This is an optimization exercise on Yosys and OpenROAD, whose aim is small area, a short achievable clock period and few clock cycles per item, not a production implementation.
Only simulation tests tie the RTL to the original design; equivalence was not proved.
Power and IR drop assume default switching activity.

==> flow/design.v <==
localparam logic [2047:0] sBoxSR = {
    128'h637c777bf26b6fc53001672bfed7ab76, 128'hca82c97dfa5947f0add4a2af9ca472c0,
    128'hb7fd9326363ff7cc34a5e5f171d83115, 128'h04c723c31896059a071280e2eb27b275,
    128'h09832c1a1b6e5aa0523bd6b329e32f84, 128'h53d100ed20fcb15b6acbbe394a4c58cf,
    128'hd0efaafb434d338545f9027f503c9fa8, 128'h51a3408f929d38f5bcb6da2110fff3d2,
    128'hcd0c13ec5f974417c4a77e3d645d1973, 128'h60814fdc222a908846eeb814de5e0bdb,
    128'he0323a0a4906245cc2d3ac629195e479, 128'he7c8376d8dd54ea96c56f4ea657aae08,
    128'hba78252e1ca6b4c6e8dd741f4bbd8b8a, 128'h703eb5664803f60e613557b986c11d9e,
    128'he1f8981169d98e949b1e87e9ce5528df, 128'h8ca1890dbfe6426841992d0fb054bb16
};
localparam logic [2047:0] sBoxSQ = {
    128'h25247367d7ae5c30a4ee6ecb7db582db, 128'he48e48494f5d6a787088e85f5e8465e2,
    128'hd8e9cced402f112857d2ace34a151bb9, 128'hb28085a62e024729074b0ec151aa89d4,
    128'hca0146b3efdd447bc27fbec39f204c64, 128'h83a2684213b441cdbac6bb6d4d7121f4,
    128'h8db0e593fe8fe6cf43453122373696fa, 128'hbc0f08521d551ac54e23697a92ff5b5a,
    128'heb9a1ca9d17e0dfc508ab662f50af8dc, 128'h033c0c39f1b8f33df2d597668132a000,
    128'h06cef6eab717f78c79d6a7bf8b3f1f53, 128'h6375352c60fd27d394a57ca105582dbd,
    128'hd9c7af6b540be03804c89de714b1879c, 128'hdf6ff9da2ac459167491ab266176342b,
    128'had99fb72ec3312de983bc09b3e18103a, 128'h56e177c91e9e95a39019a86c09d0f086
};
package snowPkg;
    localparam int lfsrWords  = 16;
    localparam int fsmWords   = 3;
    localparam int initRounds = 32;
    localparam logic [7:0] mixPolySR = 8'h1b;
    localparam logic [7:0] mixPolySQ = 8'h69;
    localparam logic [7:0] alphaPoly = 8'ha9;
    function automatic logic [7:0] mulX(input logic [7:0] v, input logic [7:0] poly);
        logic [7:0] shifted;
        shifted = {v[6:0], 1'b0};
        if (v[7]) begin
            mulX = shifted ^ poly;
        end else begin
            mulX = shifted;
        end
    endfunction
    function automatic logic [7:0] mulXPow(input logic [7:0] v, input integer pow,
                                           input logic [7:0] poly);
        logic [7:0] acc;
        acc = v;
        for (int i = 0; i < 255; i++) begin
            if (i < pow) begin
                acc = mulX(acc, poly);
            end
        end
        mulXPow = acc;
    endfunction
    function automatic logic [31:0] mulAlpha(input logic [7:0] c);
        mulAlpha = {mulXPow(c, 23, alphaPoly), mulXPow(c, 245, alphaPoly),
                    mulXPow(c, 48, alphaPoly), mulXPow(c, 239, alphaPoly)};
    endfunction
    function automatic logic [31:0] divAlpha(input logic [7:0] c);
        divAlpha = {mulXPow(c, 16, alphaPoly), mulXPow(c, 39, alphaPoly),
                    mulXPow(c, 6, alphaPoly), mulXPow(c, 64, alphaPoly)};
    endfunction
    function automatic logic [7:0] lookupSR(input logic [7:0] idx);
        logic [10:0] pos;
        pos      = {~idx, 3'b000};
        lookupSR = sBoxSR[pos +: 8];
    endfunction
    function automatic logic [7:0] lookupSQ(input logic [7:0] idx);
        logic [10:0] pos;
        pos      = {~idx, 3'b000};
        lookupSQ = sBoxSQ[pos +: 8];
    endfunction
endpackage
`timescale 1ns/1ps
module sBoxLayer #(
    parameter bit useSq = 1'b0
) (
    input  logic [31:0] wordIn,
    output logic [31:0] wordOut
);
    localparam logic [7:0] poly = useSq ? snowPkg::mixPolySQ : snowPkg::mixPolySR;
    logic [31:0] sub;
    logic [31:0] dbl;
    genvar j;
    generate
        for (j = 0; j < 4; j++) begin : g_byte
            if (useSq) begin : g_sq
                assign sub[31 - 8 * j -: 8] = snowPkg::lookupSQ(wordIn[31 - 8 * j -: 8]);
            end else begin : g_sr
                assign sub[31 - 8 * j -: 8] = snowPkg::lookupSR(wordIn[31 - 8 * j -: 8]);
            end
            assign dbl[31 - 8 * j -: 8] = snowPkg::mulX(sub[31 - 8 * j -: 8], poly);
        end
    endgenerate
    generate
        for (j = 0; j < 4; j++) begin : g_mix
            assign wordOut[31 - 8 * j -: 8] = dbl[31 - 8 * j -: 8]
                                            ^ dbl[31 - 8 * ((j + 3) % 4) -: 8]
                                            ^ sub[31 - 8 * ((j + 3) % 4) -: 8]
                                            ^ sub[31 - 8 * ((j + 1) % 4) -: 8]
                                            ^ sub[31 - 8 * ((j + 2) % 4) -: 8];
        end
    endgenerate
endmodule
`timescale 1ns/1ps
module snowFsm (
    input  logic        clk,
    input  logic        reset,
    input  logic        load,
    input  logic        step,
    input  logic [31:0] s15,
    input  logic [31:0] s5,
    output logic [31:0] fsmWord,
    output logic [95:0] fsmOut
);
    logic [31:0] r1;
    logic [31:0] r2;
    logic [31:0] r3;
    logic [31:0] r1Next;
    logic [31:0] s1Out;
    logic [31:0] s2Out;
    sBoxLayer #(.useSq(1'b0)) s1 (.wordIn(r1), .wordOut(s1Out));
    sBoxLayer #(.useSq(1'b1)) s2 (.wordIn(r2), .wordOut(s2Out));
    assign fsmWord = (s15 + r1) ^ r2;
    assign r1Next  = r2 + (r3 ^ s5);
    always_ff @(posedge clk or posedge reset) begin
        if (reset) begin
            r1 <= '0;
            r2 <= '0;
            r3 <= '0;
        end else if (load) begin
            r1 <= '0;
            r2 <= '0;
            r3 <= '0;
        end else if (step) begin
            r1 <= r1Next;
            r2 <= s1Out;
            r3 <= s2Out;
        end
    end
    assign fsmOut = {r3, r2, r1};
endmodule
`timescale 1ns/1ps
module snowLfsr (
    input  logic         clk,
    input  logic         reset,
    input  logic         load,
    input  logic         step,
    input  logic [127:0] key,
    input  logic [127:0] iv,
    input  logic [31:0]  fsmWord,
    output logic [511:0] lfsrOut,
    output logic [31:0]  s15,
    output logic [31:0]  s5
);
    logic [511:0] lfsr;
    logic [511:0] loadPattern;
    logic [31:0]  feedback;
    assign loadPattern[32 * 15 +: 32] = key[32 * 3 +: 32] ^ iv[32 * 0 +: 32];
    assign loadPattern[32 * 14 +: 32] = key[32 * 2 +: 32];
    assign loadPattern[32 * 13 +: 32] = key[32 * 1 +: 32];
    assign loadPattern[32 * 12 +: 32] = key[32 * 0 +: 32] ^ iv[32 * 1 +: 32];
    assign loadPattern[32 * 11 +: 32] = ~key[32 * 3 +: 32];
    assign loadPattern[32 * 10 +: 32] = ~key[32 * 2 +: 32] ^ iv[32 * 2 +: 32];
    assign loadPattern[32 * 9 +: 32]  = ~key[32 * 1 +: 32] ^ iv[32 * 3 +: 32];
    assign loadPattern[32 * 8 +: 32]  = ~key[32 * 0 +: 32];
    assign loadPattern[255:128] = key;
    assign loadPattern[127:0]   = ~key;
    assign feedback = {lfsr[23:0], 8'h00} ^ snowPkg::mulAlpha(lfsr[31:24]) ^ lfsr[32 * 2 +: 32]
                    ^ {8'h00, lfsr[32 * 11 + 8 +: 24]} ^ snowPkg::divAlpha(lfsr[32 * 11 +: 8])
                    ^ fsmWord;
    always_ff @(posedge clk or posedge reset) begin
        if (reset) begin
            lfsr <= '0;
        end else if (load) begin
            lfsr <= loadPattern;
        end else if (step) begin
            lfsr <= {feedback, lfsr[511:32]};
        end
    end
    assign lfsrOut = lfsr;
    assign s15     = lfsr[32 * 15 +: 32];
    assign s5      = lfsr[32 * 5 +: 32];
endmodule
`timescale 1ns/1ps
module roundCounter (
    input  logic clk,
    input  logic reset,
    input  logic counterClear,
    input  logic step,
    output logic lastRound
);
    localparam int countBits = $clog2(snowPkg::initRounds + 1);
    logic [countBits - 1:0] count;
    always_ff @(posedge clk or posedge reset) begin
        if (reset) begin
            count <= '0;
        end else if (counterClear) begin
            count <= '0;
        end else if (step) begin
            count <= count + 1'b1;
        end
    end
    assign lastRound = (count == countBits'(snowPkg::initRounds - 1));
endmodule
`timescale 1ns/1ps
module initControl (
    input  logic clk,
    input  logic reset,
    input  logic load,
    input  logic lastRound,
    output logic step,
    output logic counterClear,
    output logic done
);
    typedef enum logic [1:0] {
        idleState,
        runningState,
        doneState
    } ctrlState;
    ctrlState state;
    always_ff @(posedge clk or posedge reset) begin
        if (reset) begin
            state <= idleState;
        end else if (load) begin
            state <= runningState;
        end else if (state == runningState && lastRound) begin
            state <= doneState;
        end
    end
    assign counterClear = load;
    assign step         = (state == runningState);
    assign done         = (state == doneState);
endmodule
`timescale 1ns/1ps
module snowInit (
    input  logic         clk,
    input  logic         reset,
    input  logic         load,
    input  logic [127:0] key,
    input  logic [127:0] iv,
    output logic [511:0] lfsrOut,
    output logic [95:0]  fsmOut,
    output logic         done
);
    logic        step;
    logic        counterClear;
    logic        lastRound;
    logic [31:0] fsmWord;
    logic [31:0] s15;
    logic [31:0] s5;
    initControl control (
        .clk          (clk),
        .reset        (reset),
        .load         (load),
        .lastRound    (lastRound),
        .step         (step),
        .counterClear (counterClear),
        .done         (done)
    );
    roundCounter counter (
        .clk          (clk),
        .reset        (reset),
        .counterClear (counterClear),
        .step         (step),
        .lastRound    (lastRound)
    );
    snowLfsr lfsr (
        .clk     (clk),
        .reset   (reset),
        .load    (load),
        .step    (step),
        .key     (key),
        .iv      (iv),
        .fsmWord (fsmWord),
        .lfsrOut (lfsrOut),
        .s15     (s15),
        .s5      (s5)
    );
    snowFsm fsm (
        .clk     (clk),
        .reset   (reset),
        .load    (load),
        .step    (step),
        .s15     (s15),
        .s5      (s5),
        .fsmWord (fsmWord),
        .fsmOut  (fsmOut)
    );
endmodule
==> flow/run.sh <==
#!/bin/bash
# synth_recipe.tcl (not shown) runs the flow's synth.tcl, then flattens the netlist and writes it again
# the make line also repeats each setting of config.mk as NAME=value (left out here)
make -C /OpenROAD-flow-scripts/flow DESIGN_CONFIG=/design/flow/config.mk WORK_HOME=/design/flow/orfs CLKGATE_MAP_FILE= SYNTH_SCRIPT=/design/flow/synth_recipe.tcl finish
==> flow/config.mk <==
export PLATFORM = sky130hd
export DESIGN_NAME = snowInit
export DESIGN_NICKNAME = snowInit
export VERILOG_FILES = /design/flow/design.v
export SDC_FILE = /design/flow/constraint.sdc
export NUM_CORES = 4
export LEC_CHECK = 0
export CAP_MARGIN = 20
export CORE_MARGIN = 2
export CORE_UTILIZATION = 40
export PLACE_DENSITY = 0.6
export SLEW_MARGIN = 20
==> flow/constraint.sdc <==
create_clock -name core_clock -period 6.0 [get_ports {clk}]
set_input_delay 1.2000 -clock core_clock [delete_from_list [all_inputs] [get_ports {clk}]]
set_output_delay 1.2000 -clock core_clock [all_outputs]
set_load 0.01 [all_outputs]
==> results.ini, run 1 <==
[cells_and_area]
area_delta_synth_final_pct=20.1
fin_util_pct=48.4
fillers=15200
finalNetCount=8664
drive_gt1_share_pct=7.41

[yosys]
synthesis.area_sq_um=63000
yosys.area.top_type=dfrtp_1
ys_seq_area_share_pct=24.5
ys_warn_count=6
yosysMostFrequentCell=nand2_1
synth_fp_nets=8233
async_flop_share_pct=100
synth_top_cells_by_area=dfrtp_1 (24%), xnor2_1 (6.9%), mux2i_1 (6.6%), ha_1 (5.4%), nand2_1 (5.0%)
ys_types=123
avgSynthCellArea_sq_um=8.20
synth-edff-count=0
yosysTopAreaCellShare_pct=24.5
synth_common_cells=nand2_1 (840), dfrtp_1 (616), o21ai_0 (540)
ys.flop_type=dfrtp_1
syn_inst=7692
synth-seq-cells=616

[critical_path]
cp.required_ns=6.51
crit_type=reg -> reg
end_kind=flop
ff2ff_path_depth=11
arrival_ns=5.73
cp_max_fo=4
startpoint_type=flop

[job]
cap_violations=0

[clocking]
post_cts_buffers=0
cts_resized=0
cts_inserted_buffers=73
cts_tree=done
numClockSinks=616
root_buffer=clkbuf_16
cts.path.max_buffers=3
h-tree-depth=3
insertion_delay_ns=0.70
hold_buffers=0
clk_pin_slew_ns=0.07

[place]
io_buffers=867
dpl.hpwl_um=273000
place.gp.congestion=1.06

[global_route]
grt_use_total_pct=42.9
grt_antenna_before_repair=18
grt_pass1_wl_um=506000
grt-ovfl-total=0
grt_max_degree=218
grt_pass1_vias=64200

[sta]
min_period_ns=5.22
final-setup-viol-count=0
finalSetupTns_ns=0
finalCritPeriodShare_pct=87.0
relSlewSlack_pct=10.9
fin_skew_ns=0.0460
hold_viol=0
slew_viol_final=0
max_freq_ghz=0.192
holdWs_ns=0.565
rsz0062_at_grt=no
tightest_slew_ns=1.32

[hold_path]
hp-class=reg -> reg
min_delay_path_depth=2

[outcome]
status=no timing/DRC/antenna violations

[detailed_routing]
ant_nets=0
drtIter0Drc=10300
drt-total-wl_um=360000
drc=0
wire_per_inst_um=35.2
vias_per_cell=6.67
dr.pass1.iters=12
vias=68300

[floorplanning]
dieHeight_um=401
num_rows=145
core_area_sq_um=156000
pin_count=868
dieArea_sq_um=161000
start_util_pct=40.3
die_w_um=401

[power_and_ir_drop]
total_power_mw=53.8
p_leak_nw=28.4
power.density_nw_per_um2=710
irDropWorstVdd_mv=0.562

-- power breakdown --
part           leakage (nW)  total [mW]  internal, mW  switching (mW)
Combinational          19.8        41.1          16.6            24.5
Clock                  1.32        5.15          3.04            2.11
Sequential             7.25        7.56          5.09            2.47
-- kinds of logic after synthesis --
family          count (synthesis)  synth area share (%)
buf+inv                       878                  6.33
flops                         616                  24.5
fa+ha+maj                     282                  5.70
compound gates               2476                  26.9
mux                           515                  9.69
xor+xnor                      718                  10.3
simple gates                 2207                  16.6
-- through the flow --
step | setup WS, ns | area, sq um | std cells
floorplan | -3.61 | 63000 | 7692
global placement | 0.977 | 73000 | 10100
detailed placement | 0.939 | 73000 | 10100
CTS | 0.898 | 75700 | 10200
global route | 0.725 | 75700 | 10200
finish | 0.780 | 75700 | 10200
-- cells in the final DEF (no fill, tap or decap), types with 73 or more instances in the layout --
master           netlist  final
inv_1                121    116
ha_1                 273    273
xnor2_1              496    496
mux4_2                73     73
clkdlybuf4s50_1        0    866
dfrtp_1              616    581
nand2_1              840    840
nand2b_1             166    165
nand3_1              143    143
clkbuf_16              0     73
nor2_1               409    408
buf_4                 49    201
a211oi_1             174    174
xor2_1               200    200
nor3_1               197    197
a311oi_1              85     85
a21boi_0             139    139
a31oi_1              234    234
o211ai_1             107    107
nor2b_1              136    136
mux2i_1              417    417
a21oi_1              408    408
o21ai_0              540    540
o21bai_1              78     78
-- final timing paths --
kind | startpoint | to | slack [ns]
max | lfsr.lfsr[161]$_DFFE_PP0P_ | fsm.r1[25]$_DFFE_PP0P_ | 0.78
min | lfsr.lfsr[234]$_DFFE_PP0P_ | lfsr.lfsr[202]$_DFFE_PP0P_ | 0.56
max reg2reg | lfsr.lfsr[161]$_DFFE_PP0P_ | fsm.r1[25]$_DFFE_PP0P_ | 0.78
min reg2reg | lfsr.lfsr[234]$_DFFE_PP0P_ | lfsr.lfsr[202]$_DFFE_PP0P_ | 0.56
max in group asynchronous | reset | fsm.r2[3]$_DFFE_PP0P_ | 3.41
min in group asynchronous | reset | lfsr.lfsr[504]$_DFFE_PP0P_ | 0.96
-- sequential cells by signal, indices dropped and copies added (netlist names) --
register / count
control.state: 2
counter.count: 6
fsm.r1: 32
fsm.r2: 32
fsm.r3: 32
lfsr.lfsr: 512
-- per-layer routing --
metal / wire, um / global-route usage [%]
met5: 133 / 0
met4: 30000 / 29.2
met3: 36600 / 9.92
met2: 156000 / 64.6
met1: 138000 / 54.3
-- layout make-up --
| cell class | instances | area [sq um] | area share [%] |
|---|---|---|---|
| flip-flops and latches | 616 | 15500 | 20.4 |
| clock inverters | 38 | 689 | 0.911 |
| repair buffers | 1095 | 10700 | 14.2 |
| diodes | 3 | 7.51 | 0.00991 |
| well taps | 2058 | 2570 | 3.40 |
| multi-input cells | 6198 | 43700 | 57.7 |
| inverters | 139 | 533 | 0.704 |
| clock buffers | 97 | 2040 | 2.69 |
-- worst max-delay path: stages (launching register included) --
cell and delay [ns]:
dfrtp_1 0.65, xor2_1 0.37, ha_1 0.32, a211oi_1 0.35, o21ai_0 0.26, a2111oi_1 1.03
o2bb2ai_1 0.41, or2_2 0.42, a31oi_1 0.22, xnor2_1 0.16, nand2_1 0.11, a21oi_1 0.73
Testbench counts, summed over its fixed seeds: cycles 8,448, items 256.
==> run 2, diff against run 1 <==
--- a/flow/design.v
+++ b/flow/design.v
@@ -78,29 +78,38 @@
     generate
         for (j = 0; j < 4; j++) begin : g_byte
             if (useSq) begin : g_sq
-                assign sub[31 - 8 * j -: 8] = snowPkg::lookupSQ(wordIn[31 - 8 * j -: 8]);
+                sboxSQ u_sb (.a(wordIn[31 - 8 * j -: 8]), .y(sub[31 - 8 * j -: 8]));
             end else begin : g_sr
-                assign sub[31 - 8 * j -: 8] = snowPkg::lookupSR(wordIn[31 - 8 * j -: 8]);
+                sboxSR u_sb (.a(wordIn[31 - 8 * j -: 8]), .y(sub[31 - 8 * j -: 8]));
             end
-            assign dbl[31 - 8 * j -: 8] = snowPkg::mulX(sub[31 - 8 * j -: 8], poly);
-        end
-    endgenerate
-    generate
+        end
         for (j = 0; j < 4; j++) begin : g_mix
+            assign dbl[31 - 8 * j -: 8] = snowPkg::mulX(sub[31 - 8 * j -: 8] ^ sub[31 - 8 * ((j + 3) % 4) -: 8], poly);
             assign wordOut[31 - 8 * j -: 8] = dbl[31 - 8 * j -: 8]
-                                            ^ dbl[31 - 8 * ((j + 3) % 4) -: 8]
                                             ^ sub[31 - 8 * ((j + 3) % 4) -: 8]
                                             ^ sub[31 - 8 * ((j + 1) % 4) -: 8]
                                             ^ sub[31 - 8 * ((j + 2) % 4) -: 8];
         end
     endgenerate
 endmodule
+module sboxSR (
+    input  logic [7:0] a,
+    output logic [7:0] y
+);
+    assign y = snowPkg::lookupSR(a);
+endmodule
+module sboxSQ (
+    input  logic [7:0] a,
+    output logic [7:0] y
+);
+    assign y = snowPkg::lookupSQ(a);
+endmodule
 `timescale 1ns/1ps
 module snowFsm (
     input  logic        clk,
-    input  logic        reset,
-    input  logic        load,
-    input  logic        step,
+    input  logic        loadSel,
+    input  logic        stepSel,
+    input  logic        holdSel,
     input  logic [31:0] s15,
     input  logic [31:0] s5,
     output logic [31:0] fsmWord,
@@ -116,29 +125,19 @@
     sBoxLayer #(.useSq(1'b1)) s2 (.wordIn(r2), .wordOut(s2Out));
     assign fsmWord = (s15 + r1) ^ r2;
     assign r1Next  = r2 + (r3 ^ s5);
-    always_ff @(posedge clk or posedge reset) begin
-        if (reset) begin
-            r1 <= '0;
-            r2 <= '0;
-            r3 <= '0;
-        end else if (load) begin
-            r1 <= '0;
-            r2 <= '0;
-            r3 <= '0;
-        end else if (step) begin
-            r1 <= r1Next;
-            r2 <= s1Out;
-            r3 <= s2Out;
-        end
+    always_ff @(posedge clk) begin
+        r1 <= (r1Next & {32{stepSel}}) | (r1 & {32{holdSel}});
+        r2 <= (s1Out & {32{stepSel}}) | (r2 & {32{holdSel}});
+        r3 <= (s2Out & {32{stepSel}}) | (r3 & {32{holdSel}});
     end
     assign fsmOut = {r3, r2, r1};
 endmodule
 `timescale 1ns/1ps
 module snowLfsr (
     input  logic         clk,
-    input  logic         reset,
-    input  logic         load,
-    input  logic         step,
+    input  logic         loadSel,
+    input  logic         stepSel,
+    input  logic         holdSel,
     input  logic [127:0] key,
     input  logic [127:0] iv,
     input  logic [31:0]  fsmWord,
@@ -148,6 +147,7 @@
 );
     logic [511:0] lfsr;
     logic [511:0] loadPattern;
+    logic [511:0] stepPattern;
     logic [31:0]  feedback;
     assign loadPattern[32 * 15 +: 32] = key[32 * 3 +: 32] ^ iv[32 * 0 +: 32];
     assign loadPattern[32 * 14 +: 32] = key[32 * 2 +: 32];
@@ -162,14 +162,10 @@
     assign feedback = {lfsr[23:0], 8'h00} ^ snowPkg::mulAlpha(lfsr[31:24]) ^ lfsr[32 * 2 +: 32]
                     ^ {8'h00, lfsr[32 * 11 + 8 +: 24]} ^ snowPkg::divAlpha(lfsr[32 * 11 +: 8])
                     ^ fsmWord;
-    always_ff @(posedge clk or posedge reset) begin
-        if (reset) begin
-            lfsr <= '0;
-        end else if (load) begin
-            lfsr <= loadPattern;
-        end else if (step) begin
-            lfsr <= {feedback, lfsr[511:32]};
-        end
+    assign stepPattern = {feedback, lfsr[511:32]};
+    always_ff @(posedge clk) begin
+        lfsr <= (loadPattern & {512{loadSel}}) | (stepPattern & {512{stepSel}})
+              | (lfsr & {512{holdSel}});
     end
     assign lfsrOut = lfsr;
     assign s15     = lfsr[32 * 15 +: 32];
@@ -178,23 +174,19 @@
 `timescale 1ns/1ps
 module roundCounter (
     input  logic clk,
-    input  logic reset,
-    input  logic counterClear,
-    input  logic step,
+    input  logic load,
+    input  logic running,
     output logic lastRound
 );
-    localparam int countBits = $clog2(snowPkg::initRounds + 1);
-    logic [countBits - 1:0] count;
-    always_ff @(posedge clk or posedge reset) begin
-        if (reset) begin
+    logic [4:0] count;
+    always_ff @(posedge clk) begin
+        if (load) begin
             count <= '0;
-        end else if (counterClear) begin
-            count <= '0;
-        end else if (step) begin
+        end else if (running) begin
             count <= count + 1'b1;
         end
     end
-    assign lastRound = (count == countBits'(snowPkg::initRounds - 1));
+    assign lastRound = (count == 5'd31);
 endmodule
 `timescale 1ns/1ps
 module initControl (
@@ -202,28 +194,27 @@
     input  logic reset,
     input  logic load,
     input  logic lastRound,
-    output logic step,
-    output logic counterClear,
+    output logic running,
+    output logic loadSel,
+    output logic stepSel,
+    output logic holdSel,
     output logic done
 );
-    typedef enum logic [1:0] {
-        idleState,
-        runningState,
-        doneState
-    } ctrlState;
-    ctrlState state;
     always_ff @(posedge clk or posedge reset) begin
         if (reset) begin
-            state <= idleState;
+            running <= 1'b0;
+            done    <= 1'b0;
         end else if (load) begin
-            state <= runningState;
-        end else if (state == runningState && lastRound) begin
-            state <= doneState;
-        end
-    end
-    assign counterClear = load;
-    assign step         = (state == runningState);
-    assign done         = (state == doneState);
+            running <= 1'b1;
+            done    <= 1'b0;
+        end else if (running && lastRound) begin
+            running <= 1'b0;
+            done    <= 1'b1;
+        end
+    end
+    assign loadSel = load;
+    assign stepSel = running & ~load;
+    assign holdSel = ~running & ~load;
 endmodule
 `timescale 1ns/1ps
 module snowInit (
@@ -236,33 +227,36 @@
     output logic [95:0]  fsmOut,
     output logic         done
 );
-    logic        step;
-    logic        counterClear;
+    logic        running;
     logic        lastRound;
+    logic        loadSel;
+    logic        stepSel;
+    logic        holdSel;
     logic [31:0] fsmWord;
     logic [31:0] s15;
     logic [31:0] s5;
     initControl control (
-        .clk          (clk),
-        .reset        (reset),
-        .load         (load),
-        .lastRound    (lastRound),
-        .step         (step),
-        .counterClear (counterClear),
-        .done         (done)
+        .clk       (clk),
+        .reset     (reset),
+        .load      (load),
+        .lastRound (lastRound),
+        .running   (running),
+        .loadSel   (loadSel),
+        .stepSel   (stepSel),
+        .holdSel   (holdSel),
+        .done      (done)
     );
     roundCounter counter (
-        .clk          (clk),
-        .reset        (reset),
-        .counterClear (counterClear),
-        .step         (step),
-        .lastRound    (lastRound)
+        .clk       (clk),
+        .load      (load),
+        .running   (running),
+        .lastRound (lastRound)
     );
     snowLfsr lfsr (
         .clk     (clk),
-        .reset   (reset),
-        .load    (load),
-        .step    (step),
+        .loadSel (loadSel),
+        .stepSel (stepSel),
+        .holdSel (holdSel),
         .key     (key),
         .iv      (iv),
         .fsmWord (fsmWord),
@@ -272,9 +266,9 @@
     );
     snowFsm fsm (
         .clk     (clk),
-        .reset   (reset),
-        .load    (load),
-        .step    (step),
+        .loadSel (loadSel),
+        .stepSel (stepSel),
+        .holdSel (holdSel),
         .s15     (s15),
         .s5      (s5),
         .fsmWord (fsmWord),
--- a/flow/config.mk
+++ b/flow/config.mk
@@ -8,5 +8,8 @@
 export CAP_MARGIN = 20
 export CORE_MARGIN = 2
 export CORE_UTILIZATION = 40
+export CTS_BUF_LIST = sky130_fd_sc_hd__clkbuf_8
+export CTS_CLUSTER_SIZE = 20
 export PLACE_DENSITY = 0.6
+export SETUP_SLACK_MARGIN = 2.5
 export SLEW_MARGIN = 20
==> results.ini, run 2 <==
[outcome]
status=no timing/DRC/antenna violations

[hold_path]
min_to=counter.count[4]$_SDFFE_PP0P_
hp-class=reg -> reg
min_delay_path_depth=2
hp-start=counter.count[4]$_SDFFE_PP0P_

[cells_and_area]
drive_gt1_share_pct=16.6
largest_register_ffs=512
finalNetCount=8644
area_delta_synth_final_pct=30.5
multi_input_area_sq_um=45200
top_register=lfsr.lfsr
final_cell_mix=clkdlybuf4s50_1 (851), nand2_1 (559), nor2_1 (537), dfxtp_1 (531), o21ai_0 (509)
seq_area_sq_um=12500
fillers=13900
final_common_cell=clkdlybuf4s50_1

[floorplanning]
die_w_um=386
dieArea_sq_um=149000
dieHeight_um=386
num_rows=140
pin_count=868
core_area_sq_um=145000
start_util_pct=40.1

[clocking]
cts.path.max_buffers=3
numClockSinks=615
h-tree-depth=3
hold_buffers=0
cts_inserted_buffers=110
root_buffer=clkbuf_8
insertion_delay_ns=0.89
clk_pin_slew_ns=0.06
cts_tree=done

[detailed_routing]
wire_per_inst_um=35.2
routed-wl-met2_um=149000
vias=67200
m1WireLength_um=130000
vias_per_cell=6.63
routed-wl-met3_um=48400
ant_nets=0
topRoutingLayerUsed=met5
drtIter0Drc=9073
dr.pass1.iters=9
drt-total-wl_um=357000
drc=0

[power_and_ir_drop]
power_frac_seq_pct=12.2
power.density_nw_per_um2=766
netSwitchingFraction_pct=53.1
p_int_mw=27.3
p_leak_nw=30.0
p_sw_mw=30.9
combPwrFrac_pct=80.0
irDropWorstVdd_mv=0.602
p_clk_share_pct=7.8

[global_route]
grt_pass1_wl_um=486000
grt_antenna_before_repair=24
grt_use_total_pct=45.2
grt_pass1_vias=62100
grt-ovfl-total=0
grt_max_degree=199

[sta]
hold_viol=0
finalCritPeriodShare_pct=59.4
worst_slack_ns=2.44
holdWs_ns=0.518
relSlewSlack_pct=23.2
min_period_ns=3.56
tightest_slew_ns=1.14
final-setup-viol-count=0
slew_viol_final=0
max_freq_ghz=0.281
fin_skew_ns=0.0855
finalSetupTns_ns=0
rsz0062_at_grt=yes

[critical_path]
rr_endpoint=fsm.r2[3]$_DFF_P_
r2r-start=fsm.r1[24]$_DFF_P_
startpoint_type=flop
cp.required_ns=6.73
ff2ff_path_depth=14
arrival_ns=4.30
end_kind=flop
crit_type=reg -> reg
reg2reg_slack_ns=2.44
cp_max_fo=6

[place]
io_buffers=867
place.gp.congestion=1.10
dpl.hpwl_um=262000
post-place-ws_ns=1.46

[yosys]
synth_top_cells_by_area=dfxtp_1 (21%), xnor2_1 (7.3%), ha_1 (5.7%), mux2i_1 (5.4%), o21ai_0 (4.6%)
synth-seq-cells=615
syn_inst=7402
synth_common_cells=dfxtp_1 (613), nand2_1 (570), nor2_1 (555)
ys.flop_type=dfxtp_1
ys_warn_count=8
yosysTopAreaCellShare_pct=21.1
ys_types=113
synth-edff-count=0
async_flop_share_pct=0.325
synthesis.area_sq_um=58300
avgSynthCellArea_sq_um=7.87
ys_seq_area_share_pct=21.1
yosys.area.top_type=dfxtp_1
synth_fp_nets=7938
yosysMostFrequentCell=dfxtp_1

[job]
cap_violations=0

-- run 2: cell count changes after synthesis, sizes merged, moves of 99 or more --
cell    previous run  this run
mux2              24       144
o21a              38       167
dfxtp              0       613
nor2             409       558
and2              40       139
a21boi           139         7
mux2i            418       314
nand2            841       573
dfrtp            616         2
a31oi            235        98
-- run 2: cell families (layout without fill, tap and decap cells) --
| logic type | after synthesis | in the layout | synth area share, % |
|---|---|---|---|
| flip-flops | 615 | 615 | 21.1 |
| AND/OR/NAND/NOR | 2113 | 2113 | 17.4 |
| XOR/XNOR | 693 | 693 | 10.7 |
| multiplexers | 529 | 529 | 10.9 |
| adder cells (fa/ha/maj) | 277 | 277 | 6.07 |
| AO/OA/AOI/OAI | 2375 | 2375 | 27.8 |
| buffers and inverters | 800 | 1601 | 5.92 |
| other | 0 | 18 | 0 |
-- run 2: what timing repair did --
| action | in CTS | in global routing |
|---|---|---|
| setup endpoints to repair | 152 | 89 |
| gates cloned | 3 | 4 |
| buffers inserted | 124 | 109 |
| resized for setup | 405 | 315 |
| pin swaps | 40 | 100 |
-- run 2: worst max path at each step --
stage | startpoint | endpoint | slack (ns) | cells past startpoint
final | fsm.r1[24]$_DFF_P_ | fsm.r2[3]$_DFF_P_ | 2.44 | 14
after global routing | fsm.r1[0]$_DFF_P_ | fsm.r2[28]$_DFF_P_ | 2.40 | 14
after CTS | fsm.r1[19]$_DFF_P_ | fsm.r2[29]$_DFF_P_ | 2.46 | 12
after detailed placement | fsm.r2[9]$_DFF_P_ | fsm.r3[31]$_DFF_P_ | 1.46 | 12
after global placement | fsm.r2[9]$_DFF_P_ | fsm.r3[31]$_DFF_P_ | 1.46 | 12
after floorplan | fsm.r2[10]$_DFF_P_ | fsm.r3[4]$_DFF_P_ | 2.50 | 13
-- run 2: critical path: stages (launching register included) --
cell	delay (ns)
dfxtp_4	0.38
clkinvlp_4	0.21
ha_4	0.31
clkbuf_2	0.17
or2_2	0.37
nand3_1	0.12
a211oi_1	0.11
a211oi_1	0.41
nor3_1	0.13
a311oi_4	0.21
buf_4	0.21
xor2_4	0.26
xor2_1	0.21
xnor2_1	0.08
a211oi_1	0.27
-- run 2: power groups by stage --
stage,Clock [mW],Combinational [mW],Sequential (mW)
global route,4.75,48.5,7.06
CTS,4.58,41.7,6.99
floorplan,0,26.1,6.23
global placement,0,38.3,7.30
detailed placement,0,37.9,7.30
finish,4.56,46.6,7.10
-- run 2: final cells by class --
cell class              count  share of cell area, %
diodes                     18                 0.0592
clock buffers             141                   2.55
clock inverters            66                  0.753
inverters                 126                  0.758
multi-input cells        5987                   59.4
flip-flops and latches    615                   16.5
well taps                1917                   3.15
repair buffers           1268                   16.9
-- run 2: routing by layer --
metal | global-route usage [%] | vias to the layer above
met4 | 28.0 | 22
met3 | 17.9 | 1348
met5 | 0 | -
met2 | 67.1 | 4916
met1 | 54.6 | 32400
li1 | - | 28500
-- run 2: through the flow --
stage / cell area, sq um / power (mW) / instances / util (%)
floorplan: 58500 / 32.4 / 7402 / -
CTS: 73500 / 53.2 / 10000 / 50.6
global placement: 68000 / 45.6 / 9673 / 46.8
detailed placement: 68000 / 45.2 / 9673 / 46.8
global route: 76000 / 60.3 / 10100 / 52.4
finish: 76100 / 58.2 / 10100 / 52.4
Testbench counts of run 2, summed over its fixed seeds: cycles 8,448, items 256.
==> run 3, diff against run 2 <==
==> flow/flow/run.sh (new file) <==
#!/bin/bash
# Own layout flow.
# 1. the standard synthesis (the reference for register names and cells).
# 2. The same ORFS synthesis again, keeping the byte S-box modules (sboxSR,
#    sboxSQ) as separate modules.
# 3. Yosys/ABC re-mapping: each S-box module on its own from its collapsed
#    function, the rest for area under a delay target; registers untouched.
#    If the registers (names and cells) differ from step 1 in any way, the
#    flow re-maps step 1's netlist instead.
# 4. the standard layout from floorplan on, with plain port buffers.
set -euo pipefail
WORK=$(pwd)
FLOWDIR=$WORK/flow
YOSYS=$(command -v yosys || echo "$FLOW_HOME/../tools/install/yosys/bin/yosys")
LIB=$FLOW_HOME/platforms/$FLOW_PLATFORM/lib/sky130_fd_sc_hd__tt_025C_1v80.lib
RES=$WORK/orfs/results/$FLOW_PLATFORM/snowInit/base
RESH=$WORK/orfs_h/results/$FLOW_PLATFORM/snowInit/base
ABC_D=$(cat $FLOWDIR/abc_delay_ps)
SB_D=$(cat $FLOWDIR/sbox_delay_ps)
PORTBUF=$(cat $FLOWDIR/port_buffer)
CTSARGS=$(cat $FLOWDIR/cts_args)

bash standard.sh synth > $WORK/flow_synth.log 2>&1
cp $RES/1_2_yosys.v $WORK/std_synth.v

# Cells ABC must not use: the flow's don't-use list, plus every lpflow/probe cell
python3 $FLOWDIR/dontuse.py $LIB $WORK/orfs/logs/$FLOW_PLATFORM/snowInit/base/1_2_yosys.log > $WORK/dont_use.txt
DU=$(sed 's/^/-dont_use /' $WORK/dont_use.txt | tr '\n' ' ')
clean_cells() { # netlist -> 0 if it holds no don't-use cell
  ! grep -q -w -F -f $WORK/dont_use.txt "$1"
}

# Second synthesis: same script, S-box modules kept, no final flatten
sed -e '/^flatten/d' synth_recipe.tcl > $WORK/synth_h.tcl
sed -e "s#WORK_HOME=$WORK/orfs #WORK_HOME=$WORK/orfs_h #" \
    -e "s#SYNTH_SCRIPT=[^ ]*#SYNTH_SCRIPT=$WORK/synth_h.tcl SYNTH_KEEP_MODULES='sboxSR sboxSQ'#" \
    -e '/^if /,$d' standard.sh > $WORK/standard_h.sh
HIER_OK=0
if bash $WORK/standard_h.sh $RESH/1_2_yosys.v > $WORK/flow_synth_h.log 2>&1; then
  cp $RESH/1_2_yosys.v $WORK/hier_synth.v
  sed -e "s#@D@#$ABC_D#g" $FLOWDIR/remap.abc > $WORK/remap.abc
  sed -e "s#@D@#$SB_D#g" $FLOWDIR/sbox.abc > $WORK/sbox.abc
  sed -e "s#@LIB@#$LIB#g" -e "s#@DU@#$DU#g" -e "s#@IN@#$WORK/hier_synth.v#g" -e "s#@OUT@#$WORK/remapped_h.v#g" \
      -e "s#@ABC@#$WORK/remap.abc#g" -e "s#@SBABC@#$WORK/sbox.abc#g" $FLOWDIR/remap_h.ys > $WORK/remap_h.ys
  if $YOSYS -l $WORK/flow_remap_h.log -q $WORK/remap_h.ys > /dev/null 2>&1; then
    python3 $FLOWDIR/regs.py $WORK/std_synth.v > $WORK/regs_std.txt
    python3 $FLOWDIR/regs.py $WORK/remapped_h.v > $WORK/regs_h.txt
    if cmp -s $WORK/regs_std.txt $WORK/regs_h.txt && [ -s $WORK/regs_std.txt ] && clean_cells $WORK/remapped_h.v; then
      HIER_OK=1
    fi
  fi
fi
echo "hierarchical remap used: $HIER_OK" > $WORK/flow_choice.log

if [ $HIER_OK = 1 ]; then
  cp $WORK/remapped_h.v $WORK/remapped.v
else
  sed -e "s#@D@#$ABC_D#g" $FLOWDIR/remap.abc > $WORK/remap.abc
  sed -e "s#@LIB@#$LIB#g" -e "s#@DU@#$DU#g" -e "s#@IN@#$WORK/std_synth.v#g" -e "s#@OUT@#$WORK/remapped.v#g" \
      -e "s#@ABC@#$WORK/remap.abc#g" $FLOWDIR/remap.ys > $WORK/remap.ys
  if ! $YOSYS -l $WORK/flow_remap.log -q $WORK/remap.ys > /dev/null 2>&1 || ! clean_cells $WORK/remapped.v; then
    echo "plain remap failed: standard netlist kept" >> $WORK/flow_choice.log
    cp $WORK/std_synth.v $WORK/remapped.v
  fi
fi

# A newer netlist makes ORFS rebuild 1_synth.odb and everything after it
cp $WORK/remapped.v $RES/1_2_yosys.v
touch $RES/1_2_yosys.v
bash standard.sh BUFFER_PORTS_ARGS="-buffer_cell $PORTBUF" CTS_ARGS="$CTSARGS" ${FINAL_TARGET:-finish} > $WORK/flow_finish.log 2>&1
==> flow/flow/abc_delay_ps (new file) <==
1800
==> flow/flow/cts_args (new file) <==
-sink_clustering_enable -repair_clock_nets -dont_use_dummy_load -buf_list sky130_fd_sc_hd__clkbuf_8 -sink_clustering_size 20
==> flow/flow/dontuse.py (new file) <==
# Print the cells ABC may not use: lpflow/probe cells of the library and
# every -dont_use cell named in the standard synthesis log
import re, sys
lib, log = sys.argv[1], sys.argv[2]
cells = set()
for m in re.finditer(r'cell\s*\(\s*"?(\w+)"?\s*\)', open(lib).read()):
    if 'lpflow' in m.group(1) or 'probe' in m.group(1):
        cells.add(m.group(1))
try:
    cells |= set(re.findall(r'-dont_use\s+(\S+)', open(log).read()))
except OSError:
    pass
print('\n'.join(sorted(cells)))
==> flow/flow/port_buffer (new file) <==
sky130_fd_sc_hd__buf_1
==> flow/flow/regs.py (new file) <==
# List "cell instance" for every flip-flop in a netlist, sorted
import re, sys
t = open(sys.argv[1]).read()
out = []
for m in re.finditer(r'^\s*(sky130_fd_sc_hd__(?:df|sdf|edf|dl)\w*)\s+(\S+)\s*\(', t, re.M):
    out.append(m.group(1) + ' ' + m.group(2))
print('\n'.join(sorted(out)))
==> flow/flow/remap.abc (new file) <==
strash
dc2
dch -f
map -D @D@
mfs2
strash
dch -f
map -D @D@
topo
buffer -p
upsize -D @D@
dnsize -D @D@
stime -p
==> flow/flow/remap.ys (new file) <==
read_liberty -ignore_miss_func @LIB@
read_verilog @IN@
hierarchy -top snowInit
blackbox sky130_fd_sc_hd__dfxtp_1 sky130_fd_sc_hd__dfrtp_1 sky130_fd_sc_hd__dfstp_1 sky130_fd_sc_hd__conb_1
flatten
opt_clean
abc -liberty @LIB@ @DU@ -script @ABC@
opt_clean -purge
setundef -zero
hilomap -singleton -hicell sky130_fd_sc_hd__conb_1 HI -locell sky130_fd_sc_hd__conb_1 LO
stat -liberty @LIB@
write_verilog -noattr -noexpr -nohex -nodec @OUT@
==> flow/flow/remap_h.ys (new file) <==
read_liberty -ignore_miss_func @LIB@
read_verilog @IN@
hierarchy -top snowInit
blackbox sky130_fd_sc_hd__dfxtp_1 sky130_fd_sc_hd__dfrtp_1 sky130_fd_sc_hd__dfstp_1 sky130_fd_sc_hd__conb_1
setattr -mod -set keep_hierarchy 1 sboxSR sboxSQ
flatten
opt_clean
abc -liberty @LIB@ @DU@ -script @SBABC@ sboxSR sboxSQ
abc -liberty @LIB@ @DU@ -script @ABC@ snowInit
setattr -mod -unset keep_hierarchy sboxSR sboxSQ
flatten
opt_clean -purge
setundef -zero
hilomap -singleton -hicell sky130_fd_sc_hd__conb_1 HI -locell sky130_fd_sc_hd__conb_1 LO
stat -liberty @LIB@
write_verilog -noattr -noexpr -nohex -nodec @OUT@
==> flow/flow/sbox.abc (new file) <==
strash
collapse

muxes
strash
dc2
dch -f
map -D @D@
topo
stime -p
==> flow/flow/sbox_delay_ps (new file) <==
800
==> flow/standard.sh (new file) <==
#!/bin/bash
# synth_recipe.tcl (not shown) runs the flow's synth.tcl, then flattens the netlist and writes it again
# the make line also repeats each setting of config.mk as NAME=value (left out here)
make -C /OpenROAD-flow-scripts/flow DESIGN_CONFIG=/design/flow/config.mk WORK_HOME=/design/flow/orfs CLKGATE_MAP_FILE= SYNTH_SCRIPT=/design/flow/synth_recipe.tcl "${@:-finish}"
==> flow/config.mk (replaced) <==
export PLATFORM = sky130hd
export DESIGN_NAME = snowInit
export DESIGN_NICKNAME = snowInit
export VERILOG_FILES = /design/flow/design.v
export SDC_FILE = /design/flow/constraint.sdc
export NUM_CORES = 4
export LEC_CHECK = 0
export CAP_MARGIN = 20
export CORE_MARGIN = 2
export CORE_UTILIZATION = 55
export PLACE_DENSITY = 0.7
export SETUP_SLACK_MARGIN = 3.0
export SLEW_MARGIN = 20
removed: flow/run.sh
==> results.ini, run 3 <==
[clocking]
root_buffer=clkbuf_8
h-tree-depth=3
cts_inserted_buffers=99
cts.path.max_buffers=3

[yosys]
avgSynthCellArea_sq_um=6.57
ys_warn_count=8
synthesis.area_sq_um=46900
syn_inst=7142
synth_fp_nets=7401

[floorplanning]
num_rows=107
start_util_pct=55.3
dieHeight_um=296
die_w_um=296
pin_count=868

[outcome]
stop_stage=5_1_grt
error=[ERROR GRT-0116] Global routing finished with congestion. Check the congestion regions in the DRC Viewer.
status=stopped before the end

[place]
place.gp.congestion=1.27
post-place-ws_ns=1.94
dpl.hpwl_um=236000
io_buffers=867
place_area_sq_um=52200

[global_route]
grt_max_degree=193
grt-ovfl-total=275
grt_pass1_wl_um=528000
grt_use_total_pct=80.9
grt_pass1_vias=72300

## run 3: power groups by stage
stage               registers [mW]  logic (mW)  clock network [mW]
floorplan                     7.19        18.8                   0
global placement              7.10        29.2                   0
detailed placement            7.11        29.2                   0
CTS                           6.79        33.5                3.05
## run 3: repair_timing
| item | CTS |
|---|---|
| gates resized for setup | 583 |
| setup endpoints to repair | 220 |
| setup buffers | 137 |
| cloned | 7 |
| hold buffers | 0 |
| pin swaps | 63 |
## run 3: stage by stage
step / hold WS, ns / power [mW] / std cells
4_1_cts: 0.413 / 43.4 / 9350
3_5_place_dp: 0.451 / 36.3 / 9107
3_3_place_gp: 0.446 / 36.3 / 9107
2_1_floorplan: 0.443 / 26.0 / 7142
## run 3: worst max path at each step
stage,endpoint,startpoint,slack (ns),cells past startpoint
2_1_floorplan,fsm.r3[15]$_DFF_P_,fsm.r2[5]$_DFF_P_,3.00,10
3_3_place_gp,fsm.r2[17]$_DFF_P_,fsm.r1[5]$_DFF_P_,1.94,10
3_5_place_dp,lfsr.lfsr[404]$_DFF_P_,load,1.94,6
4_1_cts,fsm.r2[15]$_DFF_P_,fsm.r1[12]$_DFF_P_,2.97,16
## run 3: metal layers
layer | track usage (%) | GRT overflow
met1 | 80.0 | 3
met2 | 93.2 | 131
met3 | 70.8 | 7
met4 | 83.0 | 133
met5 | 37.5 | 1
==> run 4, diff against run 3 <==
--- a/flow/config.mk
+++ b/flow/config.mk
@@ -7,7 +7,7 @@
 export LEC_CHECK = 0
 export CAP_MARGIN = 20
 export CORE_MARGIN = 2
-export CORE_UTILIZATION = 55
-export PLACE_DENSITY = 0.7
+export CORE_UTILIZATION = 62
+export PLACE_DENSITY = 0.75
 export SETUP_SLACK_MARGIN = 3.0
 export SLEW_MARGIN = 20
==> results.ini, run 4 <==
[place]
post-place-ws_ns=1.70
place_area_sq_um=51800
place.gp.congestion=1.39
io_buffers=867
dpl.hpwl_um=222000

[clocking]
cts_inserted_buffers=98
h-tree-depth=3
hold_buffers=0
cts.path.max_buffers=3
root_buffer=clkbuf_8

[global_route]
grt_use_total_pct=89.5
grt_pass1_vias=73800
grt_max_degree=197
grt_pass1_wl_um=535000
grt-ovfl-total=743

[outcome]
stop_stage=5_1_grt
status=stopped before the end
error=[ERROR GRT-0116] Global routing finished with congestion. Check the congestion regions in the DRC Viewer.

[yosys]
syn_inst=7142
synth_fp_nets=7401
avgSynthCellArea_sq_um=6.57
synthesis.area_sq_um=46900
ys_warn_count=8

[floorplanning]
pin_count=868
dieHeight_um=279
die_w_um=279
num_rows=100
start_util_pct=62.8

[run 4: worst max path at each step]
stage	start	to	slack, ns	cells after the start
after floorplan	fsm.r2[5]$_DFF_P_	fsm.r3[15]$_DFF_P_	3.00	10
after global placement	load	fsm.r1[11]$_DFF_P_	1.76	7
after detailed placement	fsm.r1[20]$_DFF_P_	fsm.r2[15]$_DFF_P_	1.70	14
after CTS	fsm.r1[12]$_DFF_P_	fsm.r2[15]$_DFF_P_	2.83	15
[run 4: layer usage]
layer | GRT usage (%) | overflow
met1 | 88.0 | 33
met2 | 98.7 | 373
met3 | 83.2 | 92
met4 | 90.3 | 237
met5 | 61.9 | 8
[run 4: repair_timing]
item,CTS
buffers inserted,138
pin swaps,54
gates resized for setup,496
setup endpoints to repair,211
[run 4: power by group through the flow]
| stage | clock [mW] | sequential (mW) | combinational, mW |
|---|---|---|---|
| 2_1_floorplan | 0 | 7.19 | 18.8 |
| 3_3_place_gp | 0 | 7.25 | 28.4 |
| 3_5_place_dp | 0 | 7.25 | 28.5 |
| 4_1_cts | 3.02 | 6.85 | 32.4 |
[run 4: stage by stage]
step | instances | utilization, % | hold slack [ns] | power (mW)
CTS | 9147 | 75.5 | 0.439 | 42.3
detailed placement | 8911 | 69.4 | 0.457 | 35.7
global placement | 8911 | 69.4 | 0.450 | 35.6
floorplan | 7142 | - | 0.443 | 26.0
==> run 5, diff against run 4 <==
--- a/flow/config.mk
+++ b/flow/config.mk
@@ -7,7 +7,7 @@
 export LEC_CHECK = 0
 export CAP_MARGIN = 20
 export CORE_MARGIN = 2
-export CORE_UTILIZATION = 62
-export PLACE_DENSITY = 0.75
-export SETUP_SLACK_MARGIN = 3.0
+export CORE_UTILIZATION = 40
+export PLACE_DENSITY = 0.6
+export SETUP_SLACK_MARGIN = 2.6
 export SLEW_MARGIN = 20
==> results.ini, run 5 <==
[sta]
finalSetupTns_ns=0
tightest_slew_ns=1.23
rsz0062_at_grt=yes
slew_viol_final=0
finalCritPeriodShare_pct=58.8
min_period_ns=3.53
fin_skew_ns=0.101
max_freq_ghz=0.284
final-setup-viol-count=0
hold_viol=0
relSlewSlack_pct=17.7

[power_and_ir_drop]
p_leak_nw=22.9
irDropWorstVdd_mv=0.657
power.density_nw_per_um2=793

[clocking]
numClockSinks=615
clk_pin_slew_ns=0.07
cts_inserted_buffers=97
insertion_delay_ns=0.78
root_buffer=clkbuf_8
cts.path.max_buffers=3
h-tree-depth=3
cts_tree=done
hold_buffers=0

[global_route]
grt_antenna_before_repair=99
grt-ovfl-total=0
grt_pass1_vias=60900
grt_pass1_wl_um=468000
grt_max_degree=197
grt_use_total_pct=53.4

[floorplanning]
num_rows=125
dieHeight_um=347
core_area_sq_um=116000
start_util_pct=40.3
pin_count=868
dieArea_sq_um=120000
die_w_um=347

[detailed_routing]
wire_per_inst_um=34.6
dr.pass1.iters=13
vias_per_cell=6.93
vias=68100
drtIter0Drc=13200
drt-total-wl_um=340000
ant_nets=0
drc=0

[critical_path]
cp_max_fo=14
arrival_ns=4.05
startpoint_type=flop
cp_slowest_cell=dfxtp_4
end_kind=flop
crit_chain=buf_8 -> buf_16 -> nand2_1 -> nand2_1 -> o21ai_0 -> nand3_1 -> a31oi_1 -> a21oi_1 -> o21ai_1 -> buf_4 -> inv_1 -> or2_2 -> nand2_1 -> xnor2_1 -> xor2_1 -> o22ai_1
cp_num_buf_inv=4
cpPeakStageDelay_ns=0.43
critPathMostFrequentCell=nand2_1
cpLargestDelayFamily=simple AND/OR/NAND/NOR gates
cp.required_ns=6.52
crit_type=reg -> reg

[cells_and_area]
top_register=lfsr.lfsr
drive_gt1_share_pct=9.12
largest_register_ffs=512
final_common_cell=nand2_1
area_delta_synth_final_pct=21.7
final_cells=9828
final_cell_mix=nand2_1 (1087), buf_1 (866), nand3_1 (739), o21ai_0 (698), nor2_1 (633)
finalNetCount=8482

[place]
place.gp.congestion=1.15
post-place-cells=9567
io_buffers=867
dpl.hpwl_um=259000

[yosys]
syn_inst=7142
ys_warn_count=8
avgSynthCellArea_sq_um=6.57
synth_fp_nets=7401
synthesis.area_sq_um=46900

[outcome]
status=no timing/DRC/antenna violations

[job]
cap_violations=0

[hold_path]
hp-class=reg -> reg

run 5: final timing paths:
path                                        startpoint                          end  slack [ns]  cells past startpoint
worst max-delay path                fsm.r1[19]$_DFF_P_           fsm.r2[15]$_DFF_P_        2.47                     16
worst min-delay path            lfsr.lfsr[159]$_DFF_P_       lfsr.lfsr[127]$_DFF_P_        0.45                      2
worst max register to register      fsm.r1[19]$_DFF_P_           fsm.r2[15]$_DFF_P_        2.47                     16
worst min register to register  lfsr.lfsr[159]$_DFF_P_       lfsr.lfsr[127]$_DFF_P_        0.45                      2
max in group asynchronous                        reset  control.running$_DFFE_PP0P_        5.20                      2
min in group asynchronous                        reset     control.done$_DFFE_PP0P_        0.49                      2
run 5: metal layers:
layer / track usage, % / up-vias / share of wire, %
met1: 63.0 / 31800 / 34
met5: 0.360 / - / 0.065
met3: 24.3 / 1697 / 17
met4: 43.0 / 32 / 11
li1: - / 28000 / -
met2: 74.0 / 6626 / 39
run 5: metrics by stage:
step | utilization [%] | worst slack (ns) | hold WS, ns | power [mW] | cell area (sq um)
6_report | 49.1 | 2.47 | 0.449 | 45.3 | 57100
3_3_place_gp | 45.7 | 1.66 | 0.448 | 37.9 | 53100
2_1_floorplan | - | 2.62 | 0.443 | 25.9 | 47000
4_1_cts | 47.6 | 2.48 | 0.431 | 41.6 | 55400
3_5_place_dp | 45.7 | 1.67 | 0.453 | 37.5 | 53100
5_1_grt | 49.0 | 2.49 | 0.457 | 46.8 | 57100
run 5: final cells by class:
cell class | instances | area, sq um
Antenna cell | 83 | 208
Clock buffer | 97 | 1340
Fill cell | 12300 | 59300
Inverter | 551 | 2180
Multi-Input combinational cell | 5814 | 33300
Sequential cell | 615 | 12400
Tap cell | 1524 | 1910
Timing Repair Buffer | 1144 | 5720
run 5: power breakdown:
group / leakage (nW) / total, mW / switching [mW] / internal (mW)
clock: 0.698 / 3.12 / 1.70 / 1.42
sequential: 5.20 / 6.93 / 1.83 / 5.10
combinational: 17.0 / 35.2 / 23.8 / 11.5
run 5: worst min-delay path: stages (launching register included):
cell and delay [ns]:
dfxtp_1 0.34, inv_1 0.08, a221oi_1 0.07
run 5: what timing repair did:
item | in CTS | in global routing
pin swaps | 9 | 26
setup buffers | 22 | 58
gates cloned | 0 | 1
setup endpoints to repair | 80 | 85
resized for setup | 200 | 255
==> run 6, diff against run 5 <==
--- a/flow/config.mk
+++ b/flow/config.mk
@@ -9,5 +9,5 @@
 export CORE_MARGIN = 2
 export CORE_UTILIZATION = 40
 export PLACE_DENSITY = 0.6
-export SETUP_SLACK_MARGIN = 2.6
+export SETUP_SLACK_MARGIN = 2.8
 export SLEW_MARGIN = 20
==> results.ini, run 6 <==
[outcome]
status=no timing/DRC/antenna violations

[place]
dpl.hpwl_um=260000
post-place-cells=9541
place_area_sq_um=53000
place.gp.congestion=1.15
post-place-ws_ns=1.62
io_buffers=867

[clocking]
insertion_delay_ns=0.80
root_buffer=clkbuf_8
cts_inserted_buffers=104
h-tree-depth=3
cts_tree=done
cts.path.max_buffers=3
hold_buffers=0
numClockSinks=615
clk_pin_slew_ns=0.06

[sta]
rsz0062_at_grt=yes
fin_skew_ns=0.109
slew_viol_final=0
hold_viol=0
relSlewSlack_pct=17.4
holdWs_ns=0.432
tightest_slew_ns=1.24
finalCritPeriodShare_pct=55.1
finalSetupTns_ns=0
final-setup-viol-count=0
worst_slack_ns=2.69
min_period_ns=3.31
max_freq_ghz=0.302

[detailed_routing]
dr.pass1.iters=14
wire_per_inst_um=35.0
vias=69200
vias_per_cell=6.97
ant_nets=0
drt-total-wl_um=347000
drc=0
drtIter0Drc=13100

[floorplanning]
die_w_um=347
pin_count=868
num_rows=125
dieHeight_um=347
dieArea_sq_um=120000
start_util_pct=40.3
core_area_sq_um=116000

[critical_path]
rr_endpoint=fsm.r3[20]$_DFF_P_
cp_max_fo=31
end_kind=flop
ff2ff_path_depth=13
cp.required_ns=6.55
crit_type=reg -> reg
arrival_ns=3.86
cp-startpoint=fsm.r2[24]$_DFF_P_
r2r-start=fsm.r2[24]$_DFF_P_
startpoint_type=flop
reg2reg_slack_ns=2.69

[cells_and_area]
final_area_sq_um=59600
fillers=12000
drive_gt1_share_pct=12.8
multi_input_area_sq_um=34500
area_delta_synth_final_pct=26.9
largest_register_ffs=512
finalNetCount=8580
top_register=lfsr.lfsr
seq_area_sq_um=12500
final_common_cell=nand2_1
fin_util_pct=51.2
final_cell_mix=nand2_1 (1018), buf_1 (865), nand3_1 (717), o21ai_0 (657), nor2_1 (621)
final_cells=9927

[power_and_ir_drop]
power.density_nw_per_um2=810
irDropWorstVdd_mv=0.677
p_leak_nw=23.9
total_power_mw=48.2

[yosys]
synth_fp_nets=7401
synthesis.area_sq_um=46900
ys_warn_count=8
syn_inst=7142
avgSynthCellArea_sq_um=6.57

[hold_path]
hp-class=reg -> reg
min_to=lfsr.lfsr[8]$_DFF_P_
min_delay_path_depth=2
hp-start=lfsr.lfsr[40]$_DFF_P_

[global_route]
grt-ovfl-total=0
grt_max_degree=221
grt_pass1_vias=61700
grt_use_total_pct=53.9
grt_antenna_before_repair=107
grt_pass1_wl_um=472000

[job]
cap_violations=0

run 6: cell types whose count changed in the layout (fill, tap and decap cells not counted), sizes merged, moves of 13 or more:
cell    previous run  this run
inv              422       436
clkbuf            98       115
clkinv           122       109
buf             1143      1224
run 6: where the power goes:
| group | switching (mW) | internal [mW] | total (mW) |
|---|---|---|---|
| logic | 25.2 | 12.8 | 38.0 |
| registers | 1.84 | 5.12 | 6.96 |
| clock network | 1.74 | 1.52 | 3.26 |
| total | 28.8 | 19.4 | 48.2 |
run 6: worst max path at each step:
stage                                    end  slack [ns]  depth (start not counted)
after floorplan           fsm.r2[29]$_DFF_P_        2.79                         12
after global placement     fsm.r3[2]$_DFF_P_        1.62                         12
after detailed placement   fsm.r3[2]$_DFF_P_        1.62                         12
after CTS                 fsm.r3[15]$_DFF_P_        2.69                         14
after global routing      fsm.r2[16]$_DFF_P_        2.70                         15
final                     fsm.r3[20]$_DFF_P_        2.69                         13
run 6: critical path, stage by stage (launching register included):
cell and delay (ns):
dfxtp_2 0.42, buf_12 0.24, nor2_1 0.10, nor2_1 0.50, nand2_1 0.21, o311ai_0 0.14
nand3_1 0.17, nand3_1 0.14, nand3_1 0.08, nand2_1 0.25, xor2_1 0.37, xnor2_1 0.20
xor2_1 0.15, o21ai_0 0.09
run 6: area by class of cell:
class | instances | area share, %
Multi-Input combinational cell | 5813 | 57.9
Inverter | 551 | 3.81
Clock buffer | 104 | 2.40
Antenna cell | 84 | 0.353
Tap cell | 1524 | 3.20
Sequential cell | 615 | 21.0
Timing Repair Buffer | 1236 | 11.4
run 6: repair_timing:
action / 4_1_cts / 5_1_grt
pin swaps: 26 / 71
resized for setup: 419 / 424
setup endpoints to repair: 105 / 91
gates cloned: 1 / 8
endpoints found under the hold margin: 0 / 0
setup buffers: 73 / 116
run 6: layer usage:
layer | share of wire [%] | GRT usage (%) | vias up
met5 | 0.079 | 0.160 | -
met4 | 11 | 44.9 | 40
met3 | 17 | 24.4 | 1980
met2 | 39 | 74.8 | 6867
met1 | 33 | 63.0 | 32100
li1 | - | - | 28200
==> run 7, diff against run 6 <==
--- a/flow/config.mk
+++ b/flow/config.mk
@@ -8,6 +8,6 @@
 export CAP_MARGIN = 20
 export CORE_MARGIN = 2
 export CORE_UTILIZATION = 40
-export PLACE_DENSITY = 0.6
-export SETUP_SLACK_MARGIN = 2.8
+export PLACE_DENSITY = 0.55
+export SETUP_SLACK_MARGIN = 2.5
 export SLEW_MARGIN = 20
==> results.ini, run 7 <==
[clocking]
insertion_delay_ns=0.80
cts_tree=done
clk_pin_slew_ns=0.06
h-tree-depth=3
root_buffer=clkbuf_8
numClockSinks=615
cts.path.max_buffers=3
cts_inserted_buffers=101
hold_buffers=0

[power_and_ir_drop]
power_frac_seq_pct=15.6
p_sw_mw=26.5
p_int_mw=17.6
combPwrFrac_pct=77.2
irDropWorstVdd_mv=0.563
p_leak_nw=22.6
power.density_nw_per_um2=783
p_clk_share_pct=7.2
netSwitchingFraction_pct=60.2

[global_route]
grt_pass1_vias=60400
grt_use_total_pct=52.3
grt_antenna_before_repair=84
grt-ovfl-total=0
grt_pass1_wl_um=460000
grt_max_degree=182

[detailed_routing]
drc=0
drt-total-wl_um=333000
vias_per_cell=6.88
wire_per_inst_um=34.0
dr.pass1.iters=12
vias=67300
drtIter0Drc=13400
ant_nets=0

[floorplanning]
dieHeight_um=347
num_rows=125
core_area_sq_um=116000
dieArea_sq_um=120000
die_w_um=347
pin_count=868
start_util_pct=40.3

[sta]
min_period_ns=3.62
slew_viol_final=0
finalSetupTns_ns=0
max_freq_ghz=0.276
hold_viol=0
rsz0062_at_grt=yes
tightest_slew_ns=1.16
final-setup-viol-count=0
relSlewSlack_pct=22.9
fin_skew_ns=0.115
finalCritPeriodShare_pct=60.3

[cells_and_area]
final_common_cell=nand2_1
final_cell_mix=nand2_1 (1116), buf_1 (866), nand3_1 (746), o21ai_0 (705), nor2_1 (646)
largest_register_ffs=512
drive_gt1_share_pct=7.58
final_cells=9788
area_delta_synth_final_pct=19.8
finalNetCount=8462
top_register=lfsr.lfsr

[critical_path]
r2r-start=fsm.r1[16]$_DFF_P_
cp-startpoint=fsm.r1[16]$_DFF_P_
arrival_ns=4.23
crit_type=reg -> reg
cp_max_fo=21
cp_num_buf_inv=3
cp_slowest_cell=dfxtp_4
startpoint_type=flop
end_kind=flop
crit_chain=clkinv_2 -> buf_4 -> a21oi_1 -> o211ai_1 -> o2111ai_1 -> a31oi_1 -> a32oi_2 -> buf_4 -> xnor2_1 -> xnor2_1 -> xnor2_2 -> o21ai_0
cpLargestDelayFamily=compound AO/OA/AOI/OAI gates
cp.required_ns=6.61
cpPeakStageDelay_ns=0.55

[yosys]
synth_fp_nets=7401
avgSynthCellArea_sq_um=6.57
synthesis.area_sq_um=46900
ys_warn_count=8
syn_inst=7142

[job]
cap_violations=0

[hold_path]
hp-class=reg -> reg
hp-start=lfsr.lfsr[41]$_DFF_P_

[outcome]
status=no timing/DRC/antenna violations

[place]
post-place-cells=9590
dpl.hpwl_um=252000
io_buffers=867
place.gp.congestion=1.13

run 7: worst reg2reg max path: stages (launching register included):
cell	delay (ns)
dfxtp_4	0.55
clkinv_2	0.11
buf_4	0.23
a21oi_1	0.48
o211ai_1	0.24
o2111ai_1	0.26
a31oi_1	0.14
a32oi_2	0.39
buf_4	0.22
xnor2_1	0.22
xnor2_1	0.17
xnor2_2	0.35
o21ai_0	0.14
run 7: worst paths after layout:
path / slack (ns) / cells past startpoint / endpoint
worst min-delay path: 0.41 / 2 / lfsr.lfsr[9]$_DFF_P_
worst min register to register: 0.41 / 2 / lfsr.lfsr[9]$_DFF_P_
worst max-delay path: 2.38 / 12 / fsm.r2[9]$_DFF_P_
min in group asynchronous: 0.43 / 2 / control.running$_DFFE_PP0P_
worst max register to register: 2.38 / 12 / fsm.r2[9]$_DFF_P_
max in group asynchronous: 5.45 / 2 / control.done$_DFFE_PP0P_
run 7: power by group through the flow:
stage / clock (mW) / sequential [mW] / combinational, mW
global route: 3.30 / 6.84 / 35.6
finish: 3.18 / 6.87 / 34.0
CTS: 3.12 / 6.70 / 31.4
floorplan: 0 / 7.13 / 18.8
detailed placement: 0 / 6.75 / 30.7
global placement: 0 / 6.76 / 31.1
run 7: cell type report:
cell class              count  area, sq um
fillers                 12600        60100
multi-input cells        5814        32800
clock buffers             101         1390
inverters                 551         2170
repair buffers           1120         5450
diodes                     63          158
flip-flops and latches    615        12400
well taps                1524         1910
run 7: stage by stage:
step | hold WS [ns] | power [mW] | util [%] | instance area (sq um) | worst slack [ns]
global route | 0.417 | 45.7 | 48.3 | 56200 | 2.35
global placement | 0.450 | 37.9 | 45.8 | 53300 | 1.91
CTS | 0.397 | 41.2 | 47.5 | 55300 | 2.49
detailed placement | 0.453 | 37.4 | 45.8 | 53300 | 1.90
finish | 0.406 | 44.1 | 48.3 | 56200 | 2.38
floorplan | 0.443 | 25.9 | - | 47000 | 2.51
run 7: repair_timing:
item / 4_1_cts / 5_1_grt
pin swaps: 2 / 15
endpoints found under the hold margin: 0 / 0
setup buffers: 6 / 25
resized for setup: 137 / 166
cloned: 0 / 2
endpoints found under the setup margin: 83 / 74
run 7: per-layer routing:
metal | GRT usage [%] | vias to the layer above | share of wire (%) | routed length [um]
met5 | 0.520 | - | 0.13 | 439
met4 | 42.1 | 50 | 11 | 35600
met3 | 22.5 | 1737 | 16 | 53800
met2 | 72.8 | 6398 | 39 | 129000
met1 | 62.1 | 31300 | 34 | 113000
li1 | - | 27900 | - | -

==> static timing again, ports no longer ideal <==
The results above use ideal ports. As a check the final layouts listed here were re-extracted and re-timed, cells and wires unchanged.
Step 1 assumes that a clkbuf_16 drives the clock port and a buf_2 every other input.
Step 2 also shifts input and output timing later by t, the mid clock arrival at the registers, as if the neighbouring blocks saw the same clock.
a / b / c = ideal / step 1 / step 2; a / b = the first two.
run | shift t [ns] | setup WS [ns] | clock arrival spread, ns | worst data-port slew with drivers (ns)
run 1 | 0.765 | 0.780 / 0.780 / 0.780 | 0.048 / 0.048 | 0.16
run 2 | 0.934 | 2.435 / 2.375 / 2.435 | 0.086 / 0.087 | 0.17
run 5 | 0.804 | 2.473 / 2.473 / 2.126 | 0.111 / 0.111 | 0.38
run 6 | 0.831 | 2.691 / 2.664 / 2.070 | 0.112 / 0.111 | 0.44
run 7 | 0.825 | 2.379 / 2.379 / 1.779 | 0.117 / 0.117 | 0.42
After both steps setup and hold are still met in every run listed. For run 6, which loses most, drivers alone change the setup slack by -0.027 ns; drivers and shift together by -0.621 ns.
